This design comes from an exercise in tuning for small area, a short achievable clock period and few clock cycles on the open sky130 flow, not from production work.
In this exercise RTL edits were held to simulation tests only and were not proved equivalent to the original.

==> job 3071: inputs <==
## trialign_top
module trialign_top (
  input  logic                                       CLK,
  input  logic                                       rst,
  input  logic                                       start_i,
  input  logic [trialign_pkg::LEN_A_BITS-1:0]         len_a_i,
  input  logic [trialign_pkg::LEN_BC_BITS-1:0]        len_b_i,
  input  logic [trialign_pkg::LEN_BC_BITS-1:0]        len_c_i,
  input  logic [trialign_pkg::SYM_BITS-1:0]           a_sym_i,
  input  logic [trialign_pkg::SYM_BITS-1:0]           b_sym_i,
  input  logic [trialign_pkg::SYM_BITS-1:0]           c_sym_i,
  input  logic                                       score_ready_i,
  output logic [trialign_pkg::A_ADDR_BITS-1:0]        a_addr_o,
  output logic [trialign_pkg::BC_ADDR_BITS-1:0]       b_addr_o,
  output logic [trialign_pkg::BC_ADDR_BITS-1:0]       c_addr_o,
  output logic                                       busy_o,
  output logic signed [trialign_pkg::SCORE_BITS-1:0]  score_o,
  output logic                                       score_valid_o
);
export LEC_CHECK = 0
export CAP_MARGIN = 40
export CORE_MARGIN = 2
export CORE_UTILIZATION = 30
export PLACE_DENSITY = 0.4
export SLEW_MARGIN = 40
create_clock -name core_clock -period 24.0 [get_ports {CLK}]
standard.sh (not shown) runs the stock make flow with config.mk's settings and CLKGATE_MAP_FILE= SYNTH_SCRIPT=/design/flow/synth_recipe.tcl, a recipe that flattens the netlist after the stock synthesis.
==> flow/flow/run.sh <==
#!/bin/bash
# Layout: the standard flow, except that the port buffers are plain
# buffers (buf_2) instead of the delay cell buffer_ports picks itself, and
# that timing repair aims for 18 ns of setup slack at the 24 ns clock, so
# that it sizes the logic for a shorter achieved period.
set -euo pipefail
export BUFFER_PORTS_ARGS="-buffer_cell sky130_fd_sc_hd__buf_2"
export SETUP_SLACK_MARGIN=18
bash standard.sh > standard.log 2>&1
==> job 8860: changes against job 3071 <==
--- a/flow/design.v
+++ b/flow/design.v
@@ -46,45 +46,51 @@
   end
 endmodule
 `timescale 1ns/1ns
 import trialign_pkg::*;
 module plane_store (
   input  logic                                  CLK,
   input  logic                                  fp_i,      
   input  logic                                  fr_i,      
+  input  logic                                  bl_i,      
+  input  logic                                  in_i,      
   input  logic                                  ar_i,      
   input  logic [trialign_pkg::SYM_BITS-1:0]     a_i,       
   input  logic [trialign_pkg::SYM_BITS-1:0]     r_i,       
   input  logic [2:0]                            lm1_i,     
   input  logic                                  l2_i,      
   input  logic [2:0]                            lm1_nx_i,
   input  logic                                  br_i,      
   input  logic [trialign_pkg::SYM_BITS-1:0]     b_i,       
   input  logic                                  sw_i,      
   input  logic [trialign_pkg::LEN_BC_MAX*trialign_pkg::SYM_BITS-1:0] b_i_sym,
   input  logic [trialign_pkg::LEN_BC_MAX*trialign_pkg::SYM_BITS-1:0] c_i_sym,
   output logic [trialign_pkg::NCOL*trialign_pkg::E_BITS-1:0] a_out_o,   
   output logic [trialign_pkg::NCOL*trialign_pkg::E_BITS-1:0] b_out_o    
 );
   typedef logic [E_BITS-1:0]   e_t;
   typedef logic [SYM_BITS-1:0] s_t;
-  localparam int NB = LEN_BC_MAX - 1;    
+  localparam int NB = LEN_BC_MAX - 2;    
   logic       fp   [NCOL];
   logic       fr   [NCOL+1];
+  logic       bl   [NCOL+1];
+  logic       in   [NCOL];
   logic       sw   [NCOL+1];
   logic       ar   [NCOL];
   s_t         as   [NCOL];
   s_t         rs   [NCOL+1];
   logic [2:0] lm1  [NCOL];
   logic       l2   [NCOL];
   logic       br   [NCOL];
   s_t         bs   [NCOL];
   logic       fp_q  [1:NCOL-1];
   logic       fr_q  [1:NCOL];
+  logic       bl_q  [1:NCOL];
+  logic       in_q  [1:NCOL-1];
   logic       sw_q  [1:NCOL];
   logic       ar_q  [1:NCOL-1];
   s_t         as_q  [1:NCOL-1];
   s_t         rs_q  [1:NCOL];
   logic [2:0] lm1_q [1:NCOL-1];
   logic       l2_q  [1:NCOL-1];
   logic       br_q  [1:NCOL-1];
   s_t         bs_q  [1:NCOL-1];
@@ -95,161 +101,185 @@
   logic       aca_nx [1:NCOL-1];
   logic       rca_nx [1:NCOL-1];
   logic       acb_nx [1:NCOL-1];
   logic       rcb_nx [1:NCOL-1];
   logic [2:0] lm1_nx [NCOL];
   always_comb begin
     fp[0]  = fp_i;
     fr[0]  = fr_i;
+    bl[0]  = bl_i;
+    in[0]  = in_i;
     sw[0]  = sw_i;
     ar[0]  = ar_i;
     as[0]  = a_i;
     rs[0]  = r_i;
     lm1[0] = lm1_i;
     l2[0]  = l2_i;
     br[0]  = br_i;
     bs[0]  = b_i;
     lm1_nx[0] = lm1_nx_i;
     for (int k = 1; k < NCOL; k++) begin
       fp[k]  = fp_q[k];
       fr[k]  = fr_q[k];
+      bl[k]  = bl_q[k];
+      in[k]  = in_q[k];
       sw[k]  = sw_q[k];
       ar[k]  = ar_q[k];
       as[k]  = as_q[k];
       rs[k]  = rs_q[k];
       lm1[k] = lm1_q[k];
       l2[k]  = l2_q[k];
       br[k]  = br_q[k];
       bs[k]  = bs_q[k];
       lm1_nx[k] = lm1[k-1];
     end
     fr[NCOL] = fr_q[NCOL];
+    bl[NCOL] = bl_q[NCOL];
     sw[NCOL] = sw_q[NCOL];
     rs[NCOL] = rs_q[NCOL];
     for (int k = 1; k < NCOL; k++) begin
       s_t cola, colb;
       cola = sw[k-1] ? b_i_sym[(k-1)*SYM_BITS +: SYM_BITS] : c_i_sym[(k-1)*SYM_BITS +: SYM_BITS];
       colb = sw[k]   ? b_i_sym[(k-1)*SYM_BITS +: SYM_BITS] : c_i_sym[(k-1)*SYM_BITS +: SYM_BITS];
       aca_nx[k] = (as[k-1] == cola);
       rca_nx[k] = (rs[k-1] == cola);
       acb_nx[k] = (bs[k-1] == colb);
       rcb_nx[k] = (rs[k]   == colb);
     end
   end
   always_ff @(posedge CLK) begin
     for (int s = 1; s < NCOL; s++) begin
       fp_q[s]  <= fp[s-1];
+      in_q[s]  <= in[s-1];
       ar_q[s]  <= ar[s-1];
       as_q[s]  <= as[s-1];
       lm1_q[s] <= lm1[s-1];
       l2_q[s]  <= l2[s-1];
       br_q[s]  <= br[s-1];
       bs_q[s]  <= bs[s-1];
       aca[s]   <= aca_nx[s];
       rca[s]   <= rca_nx[s];
       acb[s]   <= acb_nx[s];
       rcb[s]   <= rcb_nx[s];
     end
     for (int s = 1; s <= NCOL; s++) begin
       fr_q[s] <= fr[s-1];
+      bl_q[s] <= bl[s-1];
       sw_q[s] <= sw[s-1];
       rs_q[s] <= rs[s-1];
     end
   end
   e_t da1 [NCOL];           
   e_t da2 [NCOL];           
   e_t db  [NCOL][1:NB];     
   e_t rl  [NCOL];           
   e_t rl1 [NCOL];           
   e_t c0a [NCOL];           
   e_t c0b [NCOL];           
   e_t ea  [NCOL];
   e_t eb  [NCOL];
   e_t pa  [NCOL];
   e_t tap [NCOL];
   e_t ea0, eb0;
+  e_t za  [NCOL];           
+  e_t zb  [NCOL];           
+  e_t za_q [1:NCOL-1];
+  e_t zb_q [1:NCOL-1];
+  always_comb begin
+    za[0] = e_t'(E_BASE);
+    zb[0] = e_t'(E_BASE);
+    for (int k = 1; k < NCOL; k++) begin
+      za[k] = za_q[k];
+      zb[k] = zb_q[k];
+    end
+  end
   always_comb begin
     for (int k = 0; k < NCOL; k++) begin
       if (fp[k])      pa[k] = e_t'(0);
       else if (l2[k]) pa[k] = db[k][1];
       else            pa[k] = rl[k];
     end
   end
   function automatic logic egt(input e_t x, input e_t y);
     logic g;
     g = 1'b0;
     for (int b = 0; b < E_BITS; b++) g = (x[b] & ~y[b]) | ((x[b] | ~y[b]) & g);
     egt = g;
   endfunction
-  function automatic e_t col0(input logic first, input e_t p, input e_t rw,
-                              input e_t pp, input logic eq);
+  function automatic e_t max3(input e_t p, input e_t rw, input e_t pp, input logic eq);
     e_t c1, m;
     c1 = pp + e_t'(1) + e_t'(eq);
     m  = egt(p, rw) ? p : rw;
-    col0 = first ? e_t'(E_BASE) : (egt(c1, m) ? c1 : m);
+    max3 = egt(c1, m) ? c1 : m;
   endfunction
-  assign ea0 = col0(fr[0], pa[0], fr[0] ? e_t'(0) : da1[0], fr[0] ? e_t'(0) : rl1[0], ar[0]);
-  assign eb0 = col0(fr[1], da1[0], fr[1] ? e_t'(0) : db[0][1], fr[1] ? e_t'(0) : da2[0], br[0]);
+  assign ea0 = max3(pa[0], fr[0] ? za[0] : da1[0],
+                    fr[0] ? (fp[0] ? e_t'(0) : zb[0]) : rl1[0], ar[0]);
+  assign eb0 = max3(da1[0], fr[1] ? zb[0] : db[0][1], fr[1] ? za[0] : da2[0], br[0]);
+  always_ff @(posedge CLK) begin
+    for (int k = 1; k < NCOL; k++) begin
+      if (bl[k]) za_q[k] <= in[k] ? e_t'(E_BASE) : max3(zb[k], za[k-1], zb[k-1], aca_nx[k]);
+      if (bl[k+1]) zb_q[k] <= max3(za[k], zb[k-1], za[k-1], acb_nx[k]);
+    end
+  end
   assign ea[0] = ea0;
   assign eb[0] = eb0;
   for (genvar k = 1; k < NCOL; k++) begin : g_col
     cell_score u_a (
       .c0_i    (c0a[k]),
-      .pp_i    (fr[k] ? e_t'(0) : rl1[k]),
+      .pp_i    (fr[k] ? (fp[k] ? e_t'(0) : zb[k]) : rl1[k]),
       .np_i    (rl1[k-1]),
-      .nrw_i   (fr[k] ? e_t'(0) : da2[k-1]),
+      .nrw_i   (fr[k] ? za[k-1] : da2[k-1]),
       .p_i     (pa[k]),
-      .rw_i    (fr[k] ? e_t'(0) : da1[k]),
+      .rw_i    (fr[k] ? za[k] : da1[k]),
       .nl_i    (da1[k-1]),
       .eq_ar_i (ar[k]),
       .eq_ac_i (aca[k]),
       .eq_rc_i (rca[k]),
       .e_o     (ea[k])
     );
     cell_score u_b (
       .c0_i    (c0b[k]),
-      .pp_i    (fr[k+1] ? e_t'(0) : da2[k]),
+      .pp_i    (fr[k+1] ? za[k] : da2[k]),
       .np_i    (da2[k-1]),
-      .nrw_i   (fr[k+1] ? e_t'(0) : db[k-1][2]),
+      .nrw_i   (fr[k+1] ? zb[k-1] : db[k-1][2]),
       .p_i     (da1[k]),
-      .rw_i    (fr[k+1] ? e_t'(0) : db[k][1]),
+      .rw_i    (fr[k+1] ? zb[k] : db[k][1]),
       .nl_i    (db[k-1][1]),
       .eq_ar_i (br[k]),
       .eq_ac_i (acb[k]),
       .eq_rc_i (rcb[k]),
       .e_o     (eb[k])
     );
   end
   always_comb begin
     for (int k = 0; k < NCOL; k++) begin
       case (lm1_nx[k])
         3'd1:    tap[k] = db[k][1];
         3'd2:    tap[k] = db[k][2];
         3'd3:    tap[k] = db[k][3];
         3'd4:    tap[k] = db[k][4];
         3'd5:    tap[k] = db[k][5];
-        3'd6:    tap[k] = db[k][6];
-        default: tap[k] = db[k][7];
+        default: tap[k] = db[k][6];
       endcase
     end
   end
   always_ff @(posedge CLK) begin
     for (int k = 0; k < NCOL; k++) begin
       da1[k] <= ea[k];
       da2[k] <= da1[k];
       db[k][1] <= eb[k];
       for (int m = 2; m <= NB; m++) db[k][m] <= db[k][m-1];
       rl[k]  <= tap[k];
       rl1[k] <= pa[k];
     end
     for (int k = 1; k < NCOL; k++) begin
-      c0a[k] <= (fr[k-1] ? e_t'(0) : rl1[k-1]) + e_t'(3) + e_t'(ar[k-1])
-                + e_t'(aca_nx[k]) + e_t'(rca_nx[k]);
-      c0b[k] <= (fr[k] ? e_t'(0) : da2[k-1]) + e_t'(3) + e_t'(br[k-1])
+      c0a[k] <= (fr[k-1] ? (fp[k-1] ? e_t'(0) : zb[k-1]) : rl1[k-1]) + e_t'(3)
+                + e_t'(ar[k-1]) + e_t'(aca_nx[k]) + e_t'(rca_nx[k]);
+      c0b[k] <= (fr[k] ? za[k-1] : da2[k-1]) + e_t'(3) + e_t'(br[k-1])
                 + e_t'(acb_nx[k]) + e_t'(rcb_nx[k]);
     end
   end
   always_comb begin
     for (int k = 0; k < NCOL; k++) begin
       a_out_o[k*E_BITS +: E_BITS] = da2[k];
       b_out_o[k*E_BITS +: E_BITS] = db[k][1];
     end
@@ -345,48 +375,51 @@
   localparam logic [1:0] S_HOLD = 2'd3;
   logic [1:0]             state;
   logic [2:0]             ld_cnt;
   logic                   fresh;       
   logic [LEN_A_BITS-1:0]  la_q;
   logic [LEN_BC_BITS-1:0] lb_q;
   logic [LEN_BC_BITS-1:0] lc_q;
   logic                   swap_q;
+  logic [LEN_BC_BITS-1:0] lr_q;        
+  logic                   lr1_q;       
+  logic [LEN_BC_BITS-1:0] lp_q;        
   logic [2:0]             lm1_q;       
   logic                   l2_q;        
   logic [LEN_BC_BITS-1:0] lcol_q;      
   logic [9:0]             k_q;         
   logic [LEN_A_BITS-1:0]  pa_q;        
   logic [LEN_BC_BITS-1:0] j_q;
   logic [A_ADDR_BITS-1:0] a_addr_q;
   logic                   first_plane;
   logic                   first_row;
   logic [SYM_BITS-1:0]    a_t1;        
   logic [SYM_BITS-1:0]    a_cur;       
   logic [SYM_BITS-1:0]    b_cur;       
-  logic [SYM_BITS-1:0]    rs_q;        
   logic                   eq_ar_q;
   logic                   eq_br_q;
   logic [SYM_BITS-1:0]    bs_q;        
   logic [3:0]             cap_cnt;     
+  logic                   iss_d;       
   logic [LEN_BC_BITS-1:0] res_lcol;
   logic [9:0]             res_k;
   logic                   res_odd;     
   e_t                     res_e;
   logic                   pend;
   logic [LEN_BC_MAX*SYM_BITS-1:0] b_sym;
   logic [LEN_BC_MAX*SYM_BITS-1:0] c_sym;
   logic [LEN_BC_MAX*SYM_BITS-1:0] row_sym;
   logic [W-1:0] a_out, b_out;
   logic         start_ok, row_end, job_end, issue, slot_free, cap, quiet;
-  logic [SYM_BITS-1:0] rs_next;
+  logic [SYM_BITS-1:0] rs_next, rs_cur;
   e_t           cap_e, fin;
   assign start_ok  = start_i && !busy_o;
-  assign row_end   = (j_q[2:0] == lm1_q + 3'd1) && (j_q != '0);
-  assign job_end   = row_end && (pa_q + 7'd1 >= la_q);
+  assign row_end   = !fresh && (j_q == lp_q);
+  assign job_end   = (fresh ? lr1_q : (j_q == lr_q)) && (pa_q + 7'd1 >= la_q);
   assign issue     = (state == S_RUN) && job_end;
   assign slot_free = !score_valid_o || score_ready_i;
   assign quiet     = !score_valid_o && !pend && ((ld_cnt == '0) || (ld_cnt == 3'd7));
   assign a_addr_o = a_addr_q;
   assign b_addr_o = ld_cnt;
   assign c_addr_o = ld_cnt;
   seq_fetch u_fetch (
     .CLK     (CLK),
@@ -399,69 +432,74 @@
     .b_o     (b_sym),
     .c_o     (c_sym),
     .row_o   (row_sym)
   );
   plane_store u_array (
     .CLK      (CLK),
     .fp_i     (first_plane),
     .fr_i     (first_row),
+    .bl_i     (((state == S_RUN) && row_end) || start_ok),
+    .in_i     (start_ok),
     .ar_i     (eq_ar_q),
     .a_i      (a_cur),
-    .r_i      (rs_q),
+    .r_i      (rs_cur),
     .lm1_i    (lm1_q),
     .l2_i     (l2_q),
     .lm1_nx_i (lm1_q),
     .br_i     (eq_br_q),
     .b_i      (bs_q),
     .sw_i     (swap_q),
     .b_i_sym  (b_sym),
     .c_i_sym  (c_sym),
     .a_out_o  (a_out),
     .b_out_o  (b_out)
   );
-  assign rs_next = row_sym[j_q[2:0]*SYM_BITS +: SYM_BITS];
+  assign rs_cur  = row_sym[3'(j_q - 4'd1)*SYM_BITS +: SYM_BITS];
+  assign rs_next = row_sym[(row_end ? 3'd0 : j_q[2:0])*SYM_BITS +: SYM_BITS];
   always_ff @(posedge CLK) begin
     if (start_ok) begin
       la_q   <= len_a_i;
       lb_q   <= len_b_i;
       lc_q   <= len_c_i;
       swap_q <= (len_c_i < len_b_i);
+      lr1_q  <= (len_b_i == 4'd1) || (len_c_i == 4'd1);
     end
     if (fresh) begin
-      lm1_q  <= swap_q ? 3'(lc_q - 4'd1) : 3'(lb_q - 4'd1);
-      l2_q   <= swap_q ? (lc_q == 4'd1) : (lb_q == 4'd1);
+      lr_q   <= swap_q ? lc_q : lb_q;
+      lp_q   <= (swap_q ? (lc_q < 4'd2) : (lb_q < 4'd2)) ? 4'd2 : (swap_q ? lc_q : lb_q);
+      lm1_q  <= (swap_q ? (lc_q < 4'd3) : (lb_q < 4'd3)) ? 3'd0 : 3'(swap_q ? lc_q - 4'd2 : lb_q - 4'd2);
+      l2_q   <= swap_q ? (lc_q < 4'd3) : (lb_q < 4'd3);
       lcol_q <= swap_q ? lb_q : lc_q;
       k_q    <= 10'd18 + {1'b0, la_q, 2'b00} + {4'b0, lb_q, 2'b00} + {4'b0, lc_q, 2'b00};
     end
     if (!busy_o) b_cur <= a_sym_i;
-    rs_q    <= rs_next;
-    eq_ar_q <= (a_cur == rs_next);
-    eq_br_q <= (b_cur == rs_q);
+    eq_ar_q <= ((row_end ? a_t1 : a_cur) == rs_next);
+    eq_br_q <= (b_cur == rs_cur);
     bs_q    <= b_cur;
     if (start_ok) begin
       pa_q        <= '0;
-      j_q         <= '0;
+      j_q         <= 4'd1;
       first_plane <= 1'b1;
       first_row   <= 1'b1;
     end else if (state == S_RUN) begin
-      if (j_q == '0) a_t1 <= a_sym_i;
+      if (first_row) a_t1 <= a_sym_i;
       if (row_end) begin
-        j_q         <= '0;
+        j_q         <= 4'd1;
         first_row   <= 1'b1;
         pa_q        <= pa_q + 7'd2;
         first_plane <= 1'b0;
         a_cur       <= a_t1;
         b_cur       <= a_sym_i;
       end else begin
         j_q       <= j_q + 1'b1;
         first_row <= 1'b0;
       end
     end
-    if (issue) begin
+    if (iss_d) begin
       res_lcol <= lcol_q;
       res_k    <= k_q;
       res_odd  <= la_q[0];
     end
     if (cap) res_e <= cap_e;
     if ((cap || pend) && slot_free) begin
       score_o <= SCORE_BITS'(fin) + SCORE_BITS'({fin, 1'b0}) - SCORE_BITS'(res_k);
     end
@@ -474,31 +512,33 @@
       state         <= S_IDLE;
       ld_cnt        <= '0;
       fresh         <= 1'b0;
       a_addr_q      <= '0;
       busy_o        <= 1'b0;
       score_valid_o <= 1'b0;
       pend          <= 1'b0;
       cap_cnt       <= '0;
+      iss_d         <= 1'b0;
     end else begin
       fresh <= start_ok;
       if (ld_cnt != '0) ld_cnt <= ld_cnt + 1'b1;
-      if (issue) cap_cnt <= lcol_q + 4'd2;
+      iss_d <= issue;
+      if (iss_d) cap_cnt <= lcol_q + 4'd1;
       else if (cap_cnt != '0) cap_cnt <= cap_cnt - 1'b1;
       if ((cap || pend) && slot_free) begin
         score_valid_o <= 1'b1;
         pend          <= 1'b0;
       end else begin
         if (score_ready_i) score_valid_o <= 1'b0;
         if (cap) pend <= 1'b1;
       end
       case (state)
         S_WAIT: begin
-          if (cap_cnt == '0) state <= S_RUN;
+          if ((cap_cnt == '0) && !iss_d) state <= S_RUN;
         end
         S_RUN: begin
           if (job_end) begin
             if (quiet) begin
               state  <= S_IDLE;
               busy_o <= 1'b0;
             end else begin
               state <= S_HOLD;
@@ -508,22 +548,24 @@
         S_HOLD: begin
           if (quiet) begin
             state  <= S_IDLE;
             busy_o <= 1'b0;
           end
         end
         default: ;
       endcase
-      if ((state == S_RUN) && row_end) begin
-        a_addr_q <= job_end ? '0 : A_ADDR_BITS'(pa_q + 7'd3);
+      if (issue) begin
+        a_addr_q <= '0;
+      end else if ((state == S_RUN) && row_end) begin
+        a_addr_q <= A_ADDR_BITS'(pa_q + 7'd3);
       end else if (state == S_RUN) begin
         a_addr_q <= A_ADDR_BITS'(pa_q + 7'd2);
       end
       if (start_ok) begin
         a_addr_q <= A_ADDR_BITS'(1);
-        state  <= ((cap_cnt != '0) && (len_a_i < 7'd8)) ? S_WAIT : S_RUN;
+        state  <= (((cap_cnt != '0) || iss_d) && (len_a_i < 7'd8)) ? S_WAIT : S_RUN;
         busy_o <= 1'b1;
         ld_cnt <= 3'd1;
       end
     end
   end
 endmodule
==> run summary <==
| metric | job 3071 | job 8860 |
|---|---|---|
| Multi-input gates | 4854 | 5797 |
| Worst Max-Slew Pin Slew | 0.826 ns | 0.885 ns |
| Initial DRC Count | 4045 | 4762 |
| Source of the worst hold timing path | u_array.db[45][4] | u_array.db[38][2] |
| Outcome | timing/DRC/antenna clean | timing/DRC/antenna clean |
| Via-per-instance ratio | 5.30 | 5.45 |
| Core Util, Final | 34.2% | 34.2% |
| Post-Synthesis Cells | 6801 | 8028 |
| Crit path time final | 6.20 ns | 6.19 ns |
| Multiplexer share of the synthesized area | 5.65% | 9.60% |
| Num rows | 166 | 180 |
Testbench counts of job 3071, summed over its fixed seeds: cycles 13,796.
Testbench counts of job 8860, summed over its fixed seeds: cycles 11,251.

[re-timing with driven ports]
The results above use ideal ports. As a check the final layouts listed here were re-extracted and re-timed, cells and wires unchanged. Step 1 assumes that a clkbuf_16 drives the clock port and a buf_2 every other input. Step 2 times the ports against the registers' clock, not the clock port: input delays grow and output delays shrink by t, the midpoint of the rising clock arrivals with the driver on. Three values: ideal, step 1, step 2; two values: the first two.
| run | t (ns) | setup WS [ns] | clock arrival spread, ns | worst data-port slew with drivers (ns) | cell pins on the clock port's net |
|---|---|---|---|---|---|
| job 3071 | 0.857 | 17.801 / 17.716 / 17.396 | 0.036 / 0.037 | 0.07 | 1 |
| job 8860 | 0.881 | 17.814 / 17.725 / 17.666 | 0.040 / 0.039 | 0.09 | 1 |
After both steps setup and hold are still met in every run listed. The setup slack of job 3071, which loses most, moves by -0.085 ns with the drivers and by -0.405 ns with both steps.
